Context: an optimization exercise on an open-source flow, tuned for small area. The choices shown serve that exercise and are no tape-out recipe.
At most, simulation tests tie the RTL to the original design; equivalence was not proved.

==> wip/cedar: inputs <==
==> flow/design.v <==
module rf_aoi222 (
    input  logic a1, a2, b1, b2, c1, c2,
    output logic y
);
    assign y = ~((a1 & a2) | (b1 & b2) | (c1 & c2));
endmodule
module rf_nand2 (
    input  logic a, b,
    output logic y
);
    assign y = ~(a & b);
endmodule
module rf_nand3 (
    input  logic a, b, c,
    output logic y
);
    assign y = ~(a & b & c);
endmodule
module rf_nand4 (
    input  logic a, b, c, d,
    output logic y
);
    assign y = ~(a & b & c & d);
endmodule
module rf_or3 (
    input  logic a, b, c,
    output logic y
);
    assign y = a | b | c;
endmodule
module rf_ao31 (
    input  logic [31:1] sel,
    input  logic [31:1] d,
    output logic        y
);
    logic [10:0] x;
    logic [2:0]  p;
    for (genvar j = 0; j < 10; j++) begin : g_aoi
        rf_aoi222 u_aoi (
            .a1(sel[3*j+1]), .a2(d[3*j+1]),
            .b1(sel[3*j+2]), .b2(d[3*j+2]),
            .c1(sel[3*j+3]), .c2(d[3*j+3]),
            .y(x[j])
        );
    end
    rf_nand2 u_n31 (.a(sel[31]), .b(d[31]), .y(x[10]));
    rf_nand4 u_p0 (.a(x[0]), .b(x[1]), .c(x[2]),  .d(x[3]), .y(p[0]));
    rf_nand4 u_p1 (.a(x[4]), .b(x[5]), .c(x[6]),  .d(x[7]), .y(p[1]));
    rf_nand3 u_p2 (.a(x[8]), .b(x[9]), .c(x[10]),           .y(p[2]));
    rf_or3   u_o  (.a(p[0]), .b(p[1]), .c(p[2]), .y(y));
endmodule
module rf_dec31 (
    input  logic [4:0]  addr,
    input  logic        en,
    input  logic [31:1] q,
    output logic [31:1] sel
);
    logic [3:0] lo;
    logic [7:0] hi;
    for (genvar k = 0; k < 4; k++) begin : g_lo
        assign lo[k] = en && (addr[1:0] == 2'(k));
    end
    for (genvar k = 0; k < 8; k++) begin : g_hi
        assign hi[k] = (addr[4:2] == 3'(k));
    end
    for (genvar i = 1; i < 32; i++) begin : g_sel
        assign sel[i] = lo[i % 4] & hi[i / 4] & q[i];
    end
endmodule
module regfile_scoreboard (
    input  logic        clock,
    input  logic        ctrl_reset_n,
    input  logic        ctrl_writeEnable,
    input  logic [4:0]  ctrl_writeReg,
    input  logic [31:0] data_writeReg,
    input  logic [4:0]  ctrl_readRegA,
    input  logic [4:0]  ctrl_readRegB,
    output logic [31:0] data_readRegA,
    output logic [31:0] data_readRegB,
    output logic        busyA,
    output logic        busyB,
    input  logic        ctrl_issueEnable,
    input  logic [4:0]  ctrl_issueReg,
    input  logic        ctrl_flush,
    output logic [5:0]  busy_count,
    output logic        err_doubleIssue
);
    logic [31:0] regs_r [1:31];
    logic [31:1] valid_r;
    logic [31:1] busy_r;
    logic [5:0]  count_r;
    logic        err_r;
    logic [31:1] wsel_s, isel_s, asel_s, bsel_s;
    logic        we_eff_s, iss_eff_s, same_s;
    logic        busy_iss_s, busy_wr_s;
    logic        cnt_set_s, cnt_clr_s, dbl_issue_s;
    rf_dec31 u_wdec (.addr(ctrl_writeReg), .en(ctrl_writeEnable), .q({31{1'b1}}), .sel(wsel_s));
    rf_dec31 u_idec (.addr(ctrl_issueReg), .en(ctrl_issueEnable), .q({31{1'b1}}), .sel(isel_s));
    rf_dec31 u_adec (.addr(ctrl_readRegA), .en(1'b1), .q(valid_r), .sel(asel_s));
    rf_dec31 u_bdec (.addr(ctrl_readRegB), .en(1'b1), .q(valid_r), .sel(bsel_s));
    always_ff @(posedge clock) begin
        for (int i = 1; i < 32; i++) begin
            if (wsel_s[i]) regs_r[i] <= data_writeReg;
        end
    end
    always_ff @(posedge clock or negedge ctrl_reset_n) begin
        if (!ctrl_reset_n) begin
            valid_r <= '0;
        end else begin
            valid_r <= valid_r | wsel_s;
        end
    end
    assign we_eff_s    = |wsel_s;
    assign iss_eff_s   = |isel_s;
    assign same_s      = (ctrl_issueReg == ctrl_writeReg);
    assign busy_iss_s  = |(busy_r & isel_s);
    assign busy_wr_s   = |(busy_r & wsel_s);
    assign cnt_set_s   = iss_eff_s && !busy_iss_s;
    assign cnt_clr_s   = busy_wr_s && !(iss_eff_s && same_s);
    assign dbl_issue_s = busy_iss_s && !(we_eff_s && same_s);
    always_ff @(posedge clock or negedge ctrl_reset_n) begin
        if (!ctrl_reset_n) begin
            busy_r  <= '0;
            count_r <= '0;
            err_r   <= 1'b0;
        end else if (ctrl_flush) begin
            busy_r  <= '0;
            count_r <= '0;
            err_r   <= 1'b0;
        end else begin
            busy_r  <= isel_s | (busy_r & ~wsel_s);
            count_r <= count_r + 6'(cnt_set_s) - 6'(cnt_clr_s);
            err_r   <= err_r | dbl_issue_s;
        end
    end
    for (genvar b = 0; b < 32; b++) begin : g_rd
        logic [31:1] col;
        for (genvar i = 1; i < 32; i++) begin : g_col
            assign col[i] = regs_r[i][b];
        end
        rf_ao31 u_a (.sel(asel_s), .d(col), .y(data_readRegA[b]));
        rf_ao31 u_b (.sel(bsel_s), .d(col), .y(data_readRegB[b]));
    end
    always_comb begin
        busyA = 1'b0;
        busyB = 1'b0;
        for (int i = 1; i < 32; i++) begin
            busyA = busyA | (busy_r[i] && ctrl_readRegA == 5'(i));
            busyB = busyB | (busy_r[i] && ctrl_readRegB == 5'(i));
        end
    end
    assign busy_count      = count_r;
    assign err_doubleIssue = err_r;
endmodule
==> flow/run.sh <==
#!/bin/bash
# synth_recipe.tcl (not shown) runs the flow's synth.tcl, then flattens the netlist and writes it again
# the make line also repeats each setting of config.mk as NAME=value (left out here)
make -C /OpenROAD-flow-scripts/flow DESIGN_CONFIG=/design/flow/config.mk WORK_HOME=/design/flow/orfs CLKGATE_MAP_FILE= SYNTH_SCRIPT=/design/flow/synth_recipe.tcl finish
==> flow/config.mk <==
export PLATFORM = sky130hd
export DESIGN_NAME = regfile_scoreboard
export DESIGN_NICKNAME = regfile_scoreboard
export VERILOG_FILES = /design/flow/design.v
export SDC_FILE = /design/flow/constraint.sdc
export NUM_CORES = 4
export LEC_CHECK = 0
export CAP_MARGIN = 20
export CORE_MARGIN = 2
export CORE_UTILIZATION = 55
export CTS_BUF_LIST = sky130_fd_sc_hd__clkbuf_4 sky130_fd_sc_hd__clkbuf_8
export SETUP_SLACK_MARGIN = 0.2
export SLEW_MARGIN = 20
export SYNTH_HIERARCHICAL = 1
export SYNTH_MINIMUM_KEEP_SIZE = 0
==> flow/constraint.sdc <==
create_clock -name core_clock -period 7.0 [get_ports {clock}]
set_input_delay 1.4000 -clock core_clock [delete_from_list [all_inputs] [get_ports {clock}]]
set_output_delay 1.4000 -clock core_clock [all_outputs]
set_load 0.01 [all_outputs]
==> inputs of wip/violet, as changes to wip/cedar <==
--- a/flow/design.v
+++ b/flow/design.v
@@ -51,12 +51,21 @@
 endmodule
-module rf_dec31 (
-    input  logic [4:0]  addr,
-    input  logic        en,
-    input  logic [31:1] q,
-    output logic [31:1] sel
+module rf_nor2 (
+    input  logic a, b,
+    output logic y
 );
-    logic [3:0] lo;
-    logic [7:0] hi;
+    assign y = ~(a | b);
+endmodule
+module rf_and3 (
+    input  logic a, b, c,
+    output logic y
+);
+    assign y = a & b & c;
+endmodule
+module rf_pre (
+    input  logic [4:0] addr,
+    output logic [3:0] lo,
+    output logic [7:0] hi
+);
     for (genvar k = 0; k < 4; k++) begin : g_lo
-        assign lo[k] = en && (addr[1:0] == 2'(k));
+        assign lo[k] = (addr[1:0] == 2'(k));
     end
@@ -65,5 +74,35 @@
     end
-    for (genvar i = 1; i < 32; i++) begin : g_sel
-        assign sel[i] = lo[i % 4] & hi[i / 4] & q[i];
+endmodule
+module rf_pre_n (
+    input  logic [4:0] addr,
+    input  logic       en,
+    output logic [3:0] lo_n,
+    output logic [7:0] hi_n
+);
+    for (genvar k = 0; k < 4; k++) begin : g_lo
+        assign lo_n[k] = ~(en && (addr[1:0] == 2'(k)));
     end
+    for (genvar k = 0; k < 8; k++) begin : g_hi
+        assign hi_n[k] = ~(addr[4:2] == 3'(k));
+    end
+endmodule
+module rf_bmux (
+    input  logic [3:0]  lo,
+    input  logic [7:0]  hi,
+    input  logic [31:1] busy,
+    output logic        y
+);
+    always_comb begin
+        y = 1'b0;
+        for (int i = 1; i < 32; i++) y = y | (lo[i % 4] & hi[i / 4] & busy[i]);
+    end
+endmodule
+module rf_cnt (
+    input  logic [5:0] cnt,
+    input  logic       inc,
+    input  logic       dec,
+    input  logic       clr,
+    output logic [5:0] nxt
+);
+    assign nxt = clr ? 6'd0 : cnt + 6'(inc) - 6'(dec);
 endmodule
@@ -91,3 +130,6 @@
     logic [5:0]  count_r;
+    logic [5:0]  count_nxt_s;
     logic        err_r;
+    logic [3:0]  wlo_n, ilo_n, alo, blo;
+    logic [7:0]  whi_n, ihi_n, ahi, bhi;
     logic [31:1] wsel_s, isel_s, asel_s, bsel_s;
@@ -96,6 +138,12 @@
     logic        cnt_set_s, cnt_clr_s, dbl_issue_s;
-    rf_dec31 u_wdec (.addr(ctrl_writeReg), .en(ctrl_writeEnable), .q({31{1'b1}}), .sel(wsel_s));
-    rf_dec31 u_idec (.addr(ctrl_issueReg), .en(ctrl_issueEnable), .q({31{1'b1}}), .sel(isel_s));
-    rf_dec31 u_adec (.addr(ctrl_readRegA), .en(1'b1), .q(valid_r), .sel(asel_s));
-    rf_dec31 u_bdec (.addr(ctrl_readRegB), .en(1'b1), .q(valid_r), .sel(bsel_s));
+    rf_pre_n u_wpre (.addr(ctrl_writeReg), .en(ctrl_writeEnable), .lo_n(wlo_n), .hi_n(whi_n));
+    rf_pre_n u_ipre (.addr(ctrl_issueReg), .en(ctrl_issueEnable), .lo_n(ilo_n), .hi_n(ihi_n));
+    rf_pre   u_apre (.addr(ctrl_readRegA), .lo(alo), .hi(ahi));
+    rf_pre   u_bpre (.addr(ctrl_readRegB), .lo(blo), .hi(bhi));
+    for (genvar i = 1; i < 32; i++) begin : g_dec
+        rf_nor2 u_w (.a(wlo_n[i % 4]), .b(whi_n[i / 4]), .y(wsel_s[i]));
+        rf_nor2 u_i (.a(ilo_n[i % 4]), .b(ihi_n[i / 4]), .y(isel_s[i]));
+        rf_and3 u_a (.a(alo[i % 4]), .b(ahi[i / 4]), .c(valid_r[i]), .y(asel_s[i]));
+        rf_and3 u_b (.a(blo[i % 4]), .b(bhi[i / 4]), .c(valid_r[i]), .y(bsel_s[i]));
+    end
     always_ff @(posedge clock) begin
@@ -112,7 +160,7 @@
     end
-    assign we_eff_s    = |wsel_s;
-    assign iss_eff_s   = |isel_s;
+    rf_ao31 u_biss (.sel(isel_s), .d(busy_r), .y(busy_iss_s));
+    rf_ao31 u_bwr  (.sel(wsel_s), .d(busy_r), .y(busy_wr_s));
+    assign we_eff_s    = ctrl_writeEnable && (ctrl_writeReg != 5'd0);
+    assign iss_eff_s   = ctrl_issueEnable && (ctrl_issueReg != 5'd0);
     assign same_s      = (ctrl_issueReg == ctrl_writeReg);
-    assign busy_iss_s  = |(busy_r & isel_s);
-    assign busy_wr_s   = |(busy_r & wsel_s);
     assign cnt_set_s   = iss_eff_s && !busy_iss_s;
@@ -120,2 +168,3 @@
     assign dbl_issue_s = busy_iss_s && !(we_eff_s && same_s);
+    rf_cnt u_cnt (.cnt(count_r), .inc(cnt_set_s), .dec(cnt_clr_s), .clr(ctrl_flush), .nxt(count_nxt_s));
     always_ff @(posedge clock or negedge ctrl_reset_n) begin
@@ -125,10 +174,6 @@
             err_r   <= 1'b0;
-        end else if (ctrl_flush) begin
-            busy_r  <= '0;
-            count_r <= '0;
-            err_r   <= 1'b0;
         end else begin
-            busy_r  <= isel_s | (busy_r & ~wsel_s);
-            count_r <= count_r + 6'(cnt_set_s) - 6'(cnt_clr_s);
-            err_r   <= err_r | dbl_issue_s;
+            busy_r  <= ctrl_flush ? '0 : (isel_s | (busy_r & ~wsel_s));
+            count_r <= count_nxt_s;
+            err_r   <= !ctrl_flush && (err_r || dbl_issue_s);
         end
@@ -143,10 +188,4 @@
     end
-    always_comb begin
-        busyA = 1'b0;
-        busyB = 1'b0;
-        for (int i = 1; i < 32; i++) begin
-            busyA = busyA | (busy_r[i] && ctrl_readRegA == 5'(i));
-            busyB = busyB | (busy_r[i] && ctrl_readRegB == 5'(i));
-        end
-    end
+    rf_bmux u_busya (.lo(alo), .hi(ahi), .busy(busy_r), .y(busyA));
+    rf_bmux u_busyb (.lo(blo), .hi(bhi), .busy(busy_r), .y(busyB));
     assign busy_count      = count_r;
==> flow/flow/run.sh (new file) <==
#!/bin/bash
set -euo pipefail
export BUFFER_PORTS_ARGS="-buffer_cell sky130_fd_sc_hd__buf_1"
export CTS_ARGS="-sink_clustering_enable -repair_clock_nets -dont_use_dummy_load -sink_clustering_size 16 -sink_clustering_max_diameter 60 -buf_list {sky130_fd_sc_hd__clkbuf_8}"
bash standard.sh finish > flow_make.log 2>&1
==> flow/standard.sh (new file) <==
#!/bin/bash
# synth_recipe.tcl (not shown) runs the flow's synth.tcl, then flattens the netlist and writes it again
# the make line also repeats each setting of config.mk as NAME=value (left out here)
make -C /OpenROAD-flow-scripts/flow DESIGN_CONFIG=/design/flow/config.mk WORK_HOME=/design/flow/orfs CLKGATE_MAP_FILE= SYNTH_SCRIPT=/design/flow/synth_recipe.tcl "${@:-finish}"
Settings changed: CORE_UTILIZATION 55 to 40, CTS_BUF_LIST sky130_fd_sc_hd__clkbuf_4 sky130_fd_sc_hd__clkbuf_8 to unset.
removed: flow/run.sh
==> inputs of wip/delta, as changes to wip/cedar <==
--- a/flow/design.v
+++ b/flow/design.v
@@ -51,20 +51,2 @@
 endmodule
-module rf_dec31 (
-    input  logic [4:0]  addr,
-    input  logic        en,
-    input  logic [31:1] q,
-    output logic [31:1] sel
-);
-    logic [3:0] lo;
-    logic [7:0] hi;
-    for (genvar k = 0; k < 4; k++) begin : g_lo
-        assign lo[k] = en && (addr[1:0] == 2'(k));
-    end
-    for (genvar k = 0; k < 8; k++) begin : g_hi
-        assign hi[k] = (addr[4:2] == 3'(k));
-    end
-    for (genvar i = 1; i < 32; i++) begin : g_sel
-        assign sel[i] = lo[i % 4] & hi[i / 4] & q[i];
-    end
-endmodule
 module regfile_scoreboard (
@@ -96,6 +78,8 @@
     logic        cnt_set_s, cnt_clr_s, dbl_issue_s;
-    rf_dec31 u_wdec (.addr(ctrl_writeReg), .en(ctrl_writeEnable), .q({31{1'b1}}), .sel(wsel_s));
-    rf_dec31 u_idec (.addr(ctrl_issueReg), .en(ctrl_issueEnable), .q({31{1'b1}}), .sel(isel_s));
-    rf_dec31 u_adec (.addr(ctrl_readRegA), .en(1'b1), .q(valid_r), .sel(asel_s));
-    rf_dec31 u_bdec (.addr(ctrl_readRegB), .en(1'b1), .q(valid_r), .sel(bsel_s));
+    for (genvar i = 1; i < 32; i++) begin : g_dec
+        assign wsel_s[i] = ctrl_writeEnable && (ctrl_writeReg == 5'(i));
+        assign isel_s[i] = ctrl_issueEnable && (ctrl_issueReg == 5'(i));
+        assign asel_s[i] = valid_r[i] && (ctrl_readRegA == 5'(i));
+        assign bsel_s[i] = valid_r[i] && (ctrl_readRegB == 5'(i));
+    end
     always_ff @(posedge clock) begin
==> flow/flow/run.sh (new file) <==
#!/bin/bash
set -euo pipefail
export BUFFER_PORTS_ARGS="-buffer_cell sky130_fd_sc_hd__buf_1"
export CTS_ARGS="-sink_clustering_enable -repair_clock_nets -dont_use_dummy_load -buf_list {sky130_fd_sc_hd__clkbuf_4 sky130_fd_sc_hd__clkbuf_8}"
bash standard.sh finish > flow_make.log 2>&1
==> flow/standard.sh (new file) <==
#!/bin/bash
# synth_recipe.tcl (not shown) runs the flow's synth.tcl, then flattens the netlist and writes it again
# the make line also repeats each setting of config.mk as NAME=value (left out here)
make -C /OpenROAD-flow-scripts/flow DESIGN_CONFIG=/design/flow/config.mk WORK_HOME=/design/flow/orfs CLKGATE_MAP_FILE= SYNTH_SCRIPT=/design/flow/synth_recipe.tcl "${@:-finish}"
Settings changed: CORE_UTILIZATION 55 to 40, CTS_BUF_LIST sky130_fd_sc_hd__clkbuf_4 sky130_fd_sc_hd__clkbuf_8 to unset.
removed: flow/run.sh
==> notes <==
In wip/violet the first-iteration DRC count is larger than in wip/delta, by about 1.7%.
Core utilization, highest first: wip/cedar, wip/delta, wip/violet.
The highest register-to-register slack belongs to wip/cedar, the lowest to wip/delta.
Worst hold slack, highest first: wip/violet, wip/cedar, wip/delta.
Cell area: wip/cedar > wip/delta > wip/violet.
In synthesized area, wip/delta and wip/cedar hardly differ.
Clock-buffer cell count: wip/violet < wip/delta < wip/cedar.
The highest non-clock buffer count belongs to wip/cedar, the lowest to wip/delta.
Against wip/delta, the worst setup slack of wip/cedar is worse by 0.33 ns.
For wip/delta, only the layout was checked, not whether the RTL still works.

afterwards: timing with drivers on the ports:
Ports are ideal in the flow. The routed layouts listed here were re-timed in OpenROAD. Step 1, drivers: a clkbuf_16 drives clock and a buf_2 each remaining input, both assumed. Step 2 also shifts input and output timing later by t, the mid clock arrival at the registers, as if the neighbouring blocks saw the same clock. a / b / c = ideal ports / drivers / drivers and shift; a / b = the first two.
| run | shift t [ns] | setup slack, ns | worst hold slack (ns) | worst slew at a driven data input, ns | cell pins on the clock port's net |
|---|---|---|---|---|---|
| wip/cedar | 0.891 | 0.310 / 0.284 / 0.284 | 0.478 / 0.478 / 0.478 | 0.12 | 1 |
| wip/violet | 0.772 | 0.864 / 0.835 / 0.835 | 0.483 / 0.483 / 0.483 | 0.07 | 1 |
| wip/delta | 0.884 | 0.642 / 0.579 / 0.579 | 0.477 / 0.477 / 0.477 | 0.07 | 1 |
After both steps every run listed still meets setup and hold. For wip/delta, which loses most, drivers alone change the setup slack by -0.063 ns; drivers and shift together by -0.063 ns.
